Context: an optimization exercise on an open-source flow, tuned for a short achievable clock period and few clock cycles. The choices shown serve that exercise and are no tape-out recipe.
Function was checked by simulation only, so behaviour that the tests miss may differ from the original.
Power figures rest on the tool's default switching activity, not on a simulated workload.

$ cat config.mk
export PLATFORM = sky130hd
export DESIGN_NAME = tiny_core
export DESIGN_NICKNAME = tiny_core
export VERILOG_FILES = /design/flow/design.v
export SDC_FILE = /design/flow/constraint.sdc
export NUM_CORES = 4
export LEC_CHECK = 0
export CAP_MARGIN = 20
export CELL_PAD_IN_SITES_DETAIL_PLACEMENT = 1
export CELL_PAD_IN_SITES_GLOBAL_PLACEMENT = 2
export CORE_MARGIN = 2
export CORE_UTILIZATION = 30
export PLACE_DENSITY = 0.45
export SLEW_MARGIN = 20
$ cat constraint.sdc
create_clock -name core_clock -period 10.5 [get_ports {clk}]
set_input_delay 2.1000 -clock core_clock [delete_from_list [all_inputs] [get_ports {clk}]]
set_output_delay 2.1000 -clock core_clock [all_outputs]
set_load 0.01 [all_outputs]
$ cat design.v
`timescale 1ns/1ns
module ram_array #(
    parameter int WIDTH = 8,
    parameter int DEPTH = 16,
    localparam int AW = (DEPTH > 1) ? $clog2(DEPTH) : 1
) (
    input  logic             clk,
    input  logic             we,     
    input  logic [AW-1:0]    waddr,
    input  logic [WIDTH-1:0] wdata,
    input  logic [AW-1:0]    raddr,
    output logic [WIDTH-1:0] rdata   
);
    logic [WIDTH-1:0] mem [DEPTH];  
    always_ff @(posedge clk) begin
        if (we) begin
            mem[waddr] <= wdata;  
        end
    end
    assign rdata = mem[raddr];  
endmodule
`timescale 1ns/1ns
module fetch_unit #(
    parameter int PROG_DEPTH = 128,
    localparam int PW = (PROG_DEPTH > 1) ? $clog2(PROG_DEPTH) : 1
) (
    input  logic          clk,
    input  logic          rst,
    input  logic          prog_we,     
    input  logic [PW-1:0] prog_addr,
    input  logic [8:0]    prog_data,
    input  logic          start,       
    input  logic          done,        
    input  logic          redirect,    
    input  logic [PW-1:0] target,
    output logic          launch,      
    output logic          busy,
    output logic          done_pulse,  
    output logic [PW-1:0] pc,
    output logic [8:0]    instr
);
    logic [PW-1:0] pc_next;  
    assign launch  = start && !busy;  
    assign pc_next = (pc == PW'(PROG_DEPTH - 1)) ? '0 : pc + PW'(1);
    ram_array #(
        .WIDTH (9),
        .DEPTH (PROG_DEPTH)
    ) i_prog_mem (
        .clk   (clk),
        .we    (prog_we && !busy),  
        .waddr (prog_addr),
        .wdata (prog_data),
        .raddr (pc),
        .rdata (instr)
    );
    always_ff @(posedge clk) begin
        if (rst) begin
            busy       <= 1'b0;
            done_pulse <= 1'b0;
            pc         <= '0;
        end else begin
            done_pulse <= 1'b0;  
            if (launch) begin
                busy <= 1'b1;
                pc   <= '0;  
            end else if (busy) begin
                if (done) begin
                    busy       <= 1'b0;  
                    done_pulse <= 1'b1;
                end else if (redirect) begin
                    pc <= target;
                end else begin
                    pc <= pc_next;
                end
            end
        end
    end
endmodule
`timescale 1ns/1ns
module control_decoder (
    input  logic [8:0] instr,
    input  logic       valid,          
    output logic       done,           
    output logic       branch_en,      
    output logic       write_en,       
    output logic       mem_read,       
    output logic       mem_write,      
    output logic       use_immediate,  
    output logic [2:0] alu_op,
    output logic [1:0] rd,             
    output logic [1:0] rs,             
    output logic [1:0] addr_reg,       
    output logic [6:0] imm             
);
    localparam logic [1:0] ITYPE_ALU    = 2'b00;  
    localparam logic [1:0] ITYPE_BRANCH = 2'b01;  
    localparam logic [1:0] ITYPE_IMM    = 2'b10;  
    localparam logic [8:0] INSTR_DONE   = 9'b010000000;  
    logic [1:0] i_type;  
    logic       r_w;     
    assign i_type = instr[8:7];
    assign r_w    = instr[6];
    always_comb begin
        done          = 1'b0;
        branch_en     = 1'b0;
        write_en      = 1'b0;
        mem_read      = 1'b0;
        mem_write     = 1'b0;
        use_immediate = 1'b0;
        alu_op   = instr[6:4];
        rd       = instr[3:2];
        rs       = instr[1:0];
        addr_reg = instr[3:2];  
        imm      = instr[6:0];
        if (valid) begin
            if (instr == INSTR_DONE) begin
                done = 1'b1;  
            end else begin
                case (i_type)
                    ITYPE_ALU: begin
                        write_en = 1'b1;  
                    end
                    ITYPE_BRANCH: begin
                        branch_en = 1'b1;  
                    end
                    ITYPE_IMM: begin
                        write_en      = 1'b1;
                        use_immediate = 1'b1;
                        rd            = 2'd1;  
                        rs            = 2'd0;  
                    end
                    default: begin  
                        rd = instr[5:4];  
                        if (r_w) begin
                            mem_write = 1'b1;
                        end else begin
                            mem_read = 1'b1;
                            write_en = 1'b1;  
                        end
                    end
                endcase
            end
        end
    end
endmodule
`timescale 1ns/1ns
module execute_unit #(
    parameter int PROG_DEPTH = 128,
    localparam int PW = (PROG_DEPTH > 1) ? $clog2(PROG_DEPTH) : 1
) (
    input  logic          clk,
    input  logic          rst,
    input  logic          launch,    
    input  logic [PW-1:0] pc,
    input  logic          branch_en,
    input  logic          write_en,
    input  logic          mem_read,
    input  logic          mem_write,
    input  logic          use_immediate,
    input  logic [2:0]    alu_op,
    input  logic [1:0]    rd,
    input  logic [1:0]    rs,
    input  logic [1:0]    addr_reg,
    input  logic [6:0]    imm,
    output logic          mem_we,    
    output logic [7:0]    mem_addr,
    output logic [7:0]    mem_wdata,
    input  logic [7:0]    mem_rdata,  
    output logic          redirect,  
    output logic [PW-1:0] target,
    output logic          wb_valid,
    output logic [1:0]    wb_dest,
    output logic [7:0]    wb_data,
    output logic          st_valid,
    output logic [7:0]    st_addr,
    output logic [7:0]    st_data
);
    localparam logic [2:0] ALU_AND = 3'd0;
    localparam logic [2:0] ALU_ADD = 3'd1;
    localparam logic [2:0] ALU_SUB = 3'd2;
    localparam logic [2:0] ALU_OR  = 3'd3;
    localparam logic [2:0] ALU_XOR = 3'd4;
    localparam logic [2:0] ALU_SHL = 3'd5;  
    localparam logic [2:0] ALU_SHR = 3'd6;  
    logic [7:0] regs [4];  
    logic [7:0] op_a;      
    logic [7:0] op_b;      
    logic [7:0] imm_ext;   
    logic [7:0] alu_res;
    logic [7:0] result;    
    int         br_sum;    
    assign op_a    = regs[rd];
    assign op_b    = regs[rs];
    assign imm_ext = {imm[6], imm};
    always_comb begin
        case (alu_op)
            ALU_AND: alu_res = op_a & op_b;
            ALU_ADD: alu_res = op_a + op_b;
            ALU_SUB: alu_res = op_a - op_b;
            ALU_OR:  alu_res = op_a | op_b;
            ALU_XOR: alu_res = op_a ^ op_b;
            ALU_SHL: alu_res = op_a << op_b[2:0];  
            ALU_SHR: alu_res = op_a >> op_b[2:0];
            default: alu_res = op_b;  
        endcase
    end
    always_comb begin
        if (mem_read) begin
            result = mem_rdata;  
        end else if (use_immediate) begin
            result = op_b + imm_ext;  
        end else begin
            result = alu_res;
        end
    end
    always_comb begin
        br_sum = int'(pc) + int'($signed(imm));
        if (br_sum < 0) begin
            br_sum = br_sum + PROG_DEPTH;
        end else if (br_sum >= PROG_DEPTH) begin
            br_sum = br_sum - PROG_DEPTH;
        end
        target = PW'(br_sum);
    end
    assign redirect = branch_en && (regs[0] != '0);
    assign mem_we    = mem_write;
    assign mem_addr  = regs[addr_reg];
    assign mem_wdata = op_a;
    always_ff @(posedge clk) begin
        if (rst || launch) begin
            regs[0] <= '0;  
            regs[1] <= '0;
            regs[2] <= '0;
            regs[3] <= '0;
        end else if (write_en) begin
            regs[rd] <= result;
        end
    end
    always_ff @(posedge clk) begin
        if (rst) begin
            wb_valid <= 1'b0;
            st_valid <= 1'b0;
        end else begin
            wb_valid <= write_en;  
            st_valid <= mem_write;
        end
    end
    always_ff @(posedge clk) begin
        wb_dest <= rd;  
        wb_data <= result;
        st_addr <= mem_addr;
        st_data <= mem_wdata;
    end
endmodule
`timescale 1ns/1ns
module data_memory #(
    parameter int DATA_DEPTH = 256,
    localparam int DW = (DATA_DEPTH > 1) ? $clog2(DATA_DEPTH) : 1
) (
    input  logic       clk,
    input  logic       busy,        
    input  logic       host_we,
    input  logic [7:0] host_addr,
    input  logic [7:0] host_wdata,
    output logic [7:0] host_data,
    input  logic       mem_we,
    input  logic [7:0] mem_addr,
    input  logic [7:0] mem_wdata,
    output logic [7:0] mem_rdata
);
    logic          wr_en;   
    logic [DW-1:0] wr_addr;
    logic [7:0]    wr_data;
    logic [DW-1:0] rd_addr;
    logic [7:0]    rd_data;
    assign wr_en   = busy ? mem_we : host_we;
    assign wr_addr = busy ? mem_addr[DW-1:0] : host_addr[DW-1:0];  
    assign wr_data = busy ? mem_wdata : host_wdata;
    assign rd_addr = busy ? mem_addr[DW-1:0] : host_addr[DW-1:0];
    ram_array #(
        .WIDTH (8),
        .DEPTH (DATA_DEPTH)
    ) i_data_mem (
        .clk   (clk),
        .we    (wr_en),
        .waddr (wr_addr),
        .wdata (wr_data),
        .raddr (rd_addr),
        .rdata (rd_data)
    );
    assign mem_rdata = rd_data;  
    assign host_data = rd_data;  
endmodule
`timescale 1ns/1ns
module tiny_core #(
    parameter int PROG_DEPTH = 128,
    parameter int DATA_DEPTH = 256,
    localparam int PW = (PROG_DEPTH > 1) ? $clog2(PROG_DEPTH) : 1
) (
    input  logic          clk,
    input  logic          rst,
    input  logic          prog_we,     
    input  logic [PW-1:0] prog_addr,
    input  logic [8:0]    prog_data,
    input  logic          start,
    output logic          busy,
    output logic          done_pulse,
    input  logic          host_we,     
    input  logic [7:0]    host_addr,
    input  logic [7:0]    host_wdata,
    output logic [7:0]    host_data,
    output logic          wb_valid,    
    output logic [1:0]    wb_reg,
    output logic [7:0]    wb_data,
    output logic          st_valid,    
    output logic [7:0]    st_addr,
    output logic [7:0]    st_data
);
    logic          launch;
    logic          done;
    logic          redirect;
    logic [PW-1:0] target;
    logic [PW-1:0] pc;
    logic [8:0]    instr;
    logic       branch_en, write_en, mem_read, mem_write, use_immediate;
    logic [2:0] alu_op;
    logic [1:0] rd, rs, addr_reg;
    logic [6:0] imm;
    logic       mem_we;
    logic [7:0] mem_addr, mem_wdata, mem_rdata;
    fetch_unit #(.PROG_DEPTH(PROG_DEPTH)) i_fetch_unit (
        .clk(clk), .rst(rst), .prog_we(prog_we), .prog_addr(prog_addr),
        .prog_data(prog_data), .start(start), .done(done), .redirect(redirect),
        .target(target), .launch(launch), .busy(busy), .done_pulse(done_pulse),
        .pc(pc), .instr(instr)
    );
    control_decoder i_control_decoder (
        .instr(instr), .valid(busy), .done(done),
        .branch_en(branch_en), .write_en(write_en), .mem_read(mem_read),
        .mem_write(mem_write), .use_immediate(use_immediate), .alu_op(alu_op),
        .rd(rd), .rs(rs), .addr_reg(addr_reg), .imm(imm)
    );
    execute_unit #(.PROG_DEPTH(PROG_DEPTH)) i_execute_unit (
        .clk(clk), .rst(rst), .launch(launch), .pc(pc),
        .branch_en(branch_en), .write_en(write_en), .mem_read(mem_read),
        .mem_write(mem_write), .use_immediate(use_immediate), .alu_op(alu_op),
        .rd(rd), .rs(rs), .addr_reg(addr_reg), .imm(imm),
        .mem_we(mem_we), .mem_addr(mem_addr), .mem_wdata(mem_wdata), .mem_rdata(mem_rdata),
        .redirect(redirect), .target(target),
        .wb_valid(wb_valid), .wb_dest(wb_reg), .wb_data(wb_data),
        .st_valid(st_valid), .st_addr(st_addr), .st_data(st_data)
    );
    data_memory #(.DATA_DEPTH(DATA_DEPTH)) i_data_memory (
        .clk(clk), .busy(busy), .host_we(host_we), .host_addr(host_addr),
        .host_wdata(host_wdata), .host_data(host_data),
        .mem_we(mem_we), .mem_addr(mem_addr), .mem_wdata(mem_wdata), .mem_rdata(mem_rdata)
    );
endmodule
$ cat run.sh
#!/bin/bash
# synth_recipe.tcl (not shown) runs the flow's synth.tcl, then flattens the netlist and writes it again
# the make line also repeats each setting of config.mk as NAME=value (left out here)
make -C /OpenROAD-flow-scripts/flow DESIGN_CONFIG=/design/flow/config.mk WORK_HOME=/design/flow/orfs CLKGATE_MAP_FILE= SYNTH_SCRIPT=/design/flow/synth_recipe.tcl finish
==> metrics.yaml <==
sta:
  min_period_over_period: 0.9831
  finalSetupTns_ns: 0
  finalHoldWorstSlack_ns: 0.5415
  relSlewSlack: 0.2029
  setup_violations: 0
  rsz0062_at_grt: "no"
  max_freq_mhz: 96.87
  fin_skew_ns: 0.08814
  hold_viol_final: 0
  slew_violations: 0
  worst_pin_slew_ns: 1.191
  min_period_ns: 10.32
finish:
  fillCellCount: 46505
  layout-drive-gt1-share: 0.2280
  final_common_cell: "edfxtp_1"
  final_nets: 9183
  area_delta_synth_final_pct: 17.80
  layout_common_cells: "edfxtp_1, a22oi_1, a21oi_1"
critical_path:
  cp_slowest_cell: "a32o_2"
  cp_cell_sequence: "buf_12, mux4_1, mux4_2, o22ai_1, nor2_1, a41o_1, nor3_4, buf_4, inv_4, mux2i_1, buf_4, mux2_2, inv_1, a32o_2, o21ai_0, o41ai_1, buf_4, nor4_1, buf_4, nor4_4, buf_4, inv_1, clkdlybuf4s50_1"
  crit_type: "register to output pin"
  end_kind: "output pin"
  cp_slowest_stage_delay_ns: 0.93
  cp_common_cell: "buf_4"
  start_kind: "register"
  critPathMaxFanout: 12
  worstPathArrival_ns: 8.22
  required_ns: 8.40
global_routing:
  grt_overflow: 0
  grt_max_degree: 145
  grt_pass1_wl_mm: 808.8
  antenna_found_initial: 45
  grt_pass1_vias: 92565
  grt_usage: 0.2441
route:
  wl_per_cell_um: 37.83
  ant_nets: 0
  drcViolationCount: 0
  drtIter0Drc: 10463
  via_per_inst: 5.792
  firstDrtPassIters: 9
  num_vias: 90481
  drt-total-wl_mm: 591.0
synthesis:
  ys_ff_latch: 3276
  synth_edf_count: 3232
  synth_adder_area_share: 0.003827
  synth_area_mm2: 0.1399
  synth_compound_area_frac: 0.1342
  synthMuxAreaShare: 0.09669
  async_flop_share: 0
  synth_xor_area_frac: 0.001851
  syn_avg_cell_area_um2: 16.07
  synthDistinctLibCells: 101
  synth_nets: 8784
  syn_inst: 8706
  synth_top_family_by_area: "compound AO/OA/AOI/OAI gates"
  synth_simple_gate_area_share: 0.03819
  ys_top_cells_by_area: "edfxtp_1, mux4_2, mux2_2"
  synth.top_cell.area_share: 0.6936
  yosys_warnings: 5
  yosysTopAreaCell: "edfxtp_1"
  synth_seq_area_share: 0.6999
  synth-main-ff-cell: "edfxtp_1"
die:
  dieArea_mm2: 0.4719
  start_util: 0.3015
  die-height_um: 687.0
  core_area_mm2: 0.4642
  die_w_um: 687.0
  std_cell_rows: 250
  pin_count: 75
clocking:
  cts_root_buffer: "clkbuf_16"
  clkLatencyLatePin_ns: 1.02
  clockBufferDepth: 4
  cts_buffers: 393
  tritoncts: "built"
  cts-hold-fix-buffers: 0
  clkTransAtPathRegs_ns: 0.06
  clock-sinks: 3276
  cts_max_level: 5
place:
  port_buffers: 74
  place_congestion: 0.8078
  dp.final_hpwl_mm: 376.0
outcome:
  outcome: "finished clean"
hold_path:
  hold_path.class: "register to register"
power_and_ir_drop:
  power_leakage_nw: 51.86
  vdd_drop_max_mv: 0.1274
  powerDensity_mw_per_mm2: 203.0
job:
  maxCapViolations: 0
==> power breakdown <==
group	total, mW	switching (mW)	internal [mW]
clock network	13.5	5.75	7.75
logic	5.21	3.61	1.59
registers	14.8	0.0717	14.7
total	33.5	9.44	24.0
==> cell families (layout without fill, tap and decap cells) <==
| group | after synthesis | count (layout) |
|---|---|---|
| AOI/OAI and AO/OA | 2480 | 2480 |
| xor gates and xnor gates | 28 | 28 |
| adders and majority gates | 41 | 41 |
| buffers and inverters | 803 | 1527 |
| DFF | 3276 | 3276 |
| muxes | 918 | 918 |
| other | 0 | 18 |
| and+or+nand+nor | 1160 | 1160 |
==> cells in the mapped netlist, types with 91 or more instances <==
| cell type | count |
|---|---|
| a222oi_1 | 397 |
| mux2i_1 | 160 |
| nand2_1 | 234 |
| buf_2 | 166 |
| a22oi_1 | 597 |
| o41ai_1 | 91 |
| mux2_2 | 455 |
| clkbuf_1 | 426 |
| inv_1 | 98 |
| nor2_1 | 569 |
| o21ai_0 | 111 |
| edfxtp_1 | 3232 |
| a22o_1 | 362 |
| a21oi_1 | 548 |
| mux4_2 | 298 |
==> sequential cells by signal, indices dropped and copies added (netlist names), named ones only <==
register / flops
i_data_memory.i_data_mem.mem: 2048
i_fetch_unit.pc: 7
i_execute_unit.regs: 32
i_execute_unit.st_addr: 8
i_fetch_unit.i_prog_mem.mem: 1152
i_fetch_unit.busy: 1
i_fetch_unit.done_pulse: 1
i_execute_unit.st_valid: 1
i_execute_unit.wb_data: 8
i_execute_unit.wb_dest: 2
i_execute_unit.wb_valid: 1
i_execute_unit.st_data: 8
==> repair_timing <==
item / 4_1_cts / 5_1_grt
gates cloned: 0 / 0
setup endpoints to repair: 8 / 7
setup buffers: 12 / 5
gates resized for setup: 31 / 7
pin swaps: 4 / 3
==> per-stage QoR <==
stage	instances	power (mW)	cell area [um2]	util	setup slack, ns
4_1_cts	15592	33.84	164600	0.3546	0.008233
6_report	15622	33.46	164800	0.3551	0.1769
2_1_floorplan	8706	17.47	140000	-	-0.8671
5_1_grt	15605	34.48	164800	0.3550	0.005578
3_5_place_dp	14860	20.23	151700	0.3269	-0.2263
3_3_place_gp	14848	20.19	151500	0.3264	-0.3630
==> critical path, delay by kind of cell, from the launching register on <==
kind                   cells  cell delay, ns
DFF                        1            0.35
AOI/OAI and AO/OA          5            2.10
buffers and inverters     10            2.00
muxes                      4            1.56
and+or+nand+nor            4            1.07
==> layout make-up <==
type / instances / area [um2] / area share
multi-input combinational: 4627 / 39380 / 0.2389
antenna: 18 / 45.04 / 0.0002732
clock buffer: 479 / 10290 / 0.06244
inverter: 105 / 409.1 / 0.002482
tap: 6174 / 7725 / 0.04686
clock inverter: 241 / 2191 / 0.01329
sequential: 3276 / 97950 / 0.5942
timing repair buffer: 702 / 6854 / 0.04158
==> layer usage <==
metal / wire (um) / global-route usage / vias up
met5: 27 / 0 / -
met4: 11990 / 0.04828 / 4
met3: 32980 / 0.03210 / 567
met2: 262800 / 0.3732 / 3034
met1: 283200 / 0.3703 / 49641
li1: - / - / 37235
==> path summary, 6_finish.rpt <==
| check | start | end | slack (ns) | depth (start not counted) |
|---|---|---|---|---|
| max | register | host_data[2] | 0.18 | 23 |
| min | i_fetch_unit.pc[6]$_SDFFE_PP0P_ | register | 0.54 | 2 |
| max reg2reg | register | i_execute_unit.regs[3][4]$_DFFE_PP_ | 1.28 | 29 |
| min reg2reg | i_fetch_unit.pc[6]$_SDFFE_PP0P_ | register | 0.54 | 2 |
Testbench counts, summed over its fixed seeds: cycles 56,777.

afterwards: timing with drivers on the ports:
Ports are ideal in the flow. The routed layout listed here was re-timed in OpenROAD.
Step 1 assumes that a clkbuf_16 drives the clock port and a buf_2 every other input.
Step 2 also shifts input and output timing later by t, the mid clock arrival at the registers, as if the neighbouring blocks saw the same clock.
Slacks: ideal ports / drivers / drivers and shift; pairs: ideal ports / drivers.
t, ns: 1.087
setup slack, ns: 0.177 / 0.062 / 1.150
worst hold slack (ns): 0.542 / 0.542 / 0.542
latest minus earliest clock arrival (ns): 0.089 / 0.089
After both steps this run still meets setup and hold. For this run, drivers alone change the setup slack by -0.115 ns; drivers and shift together by +0.973 ns.
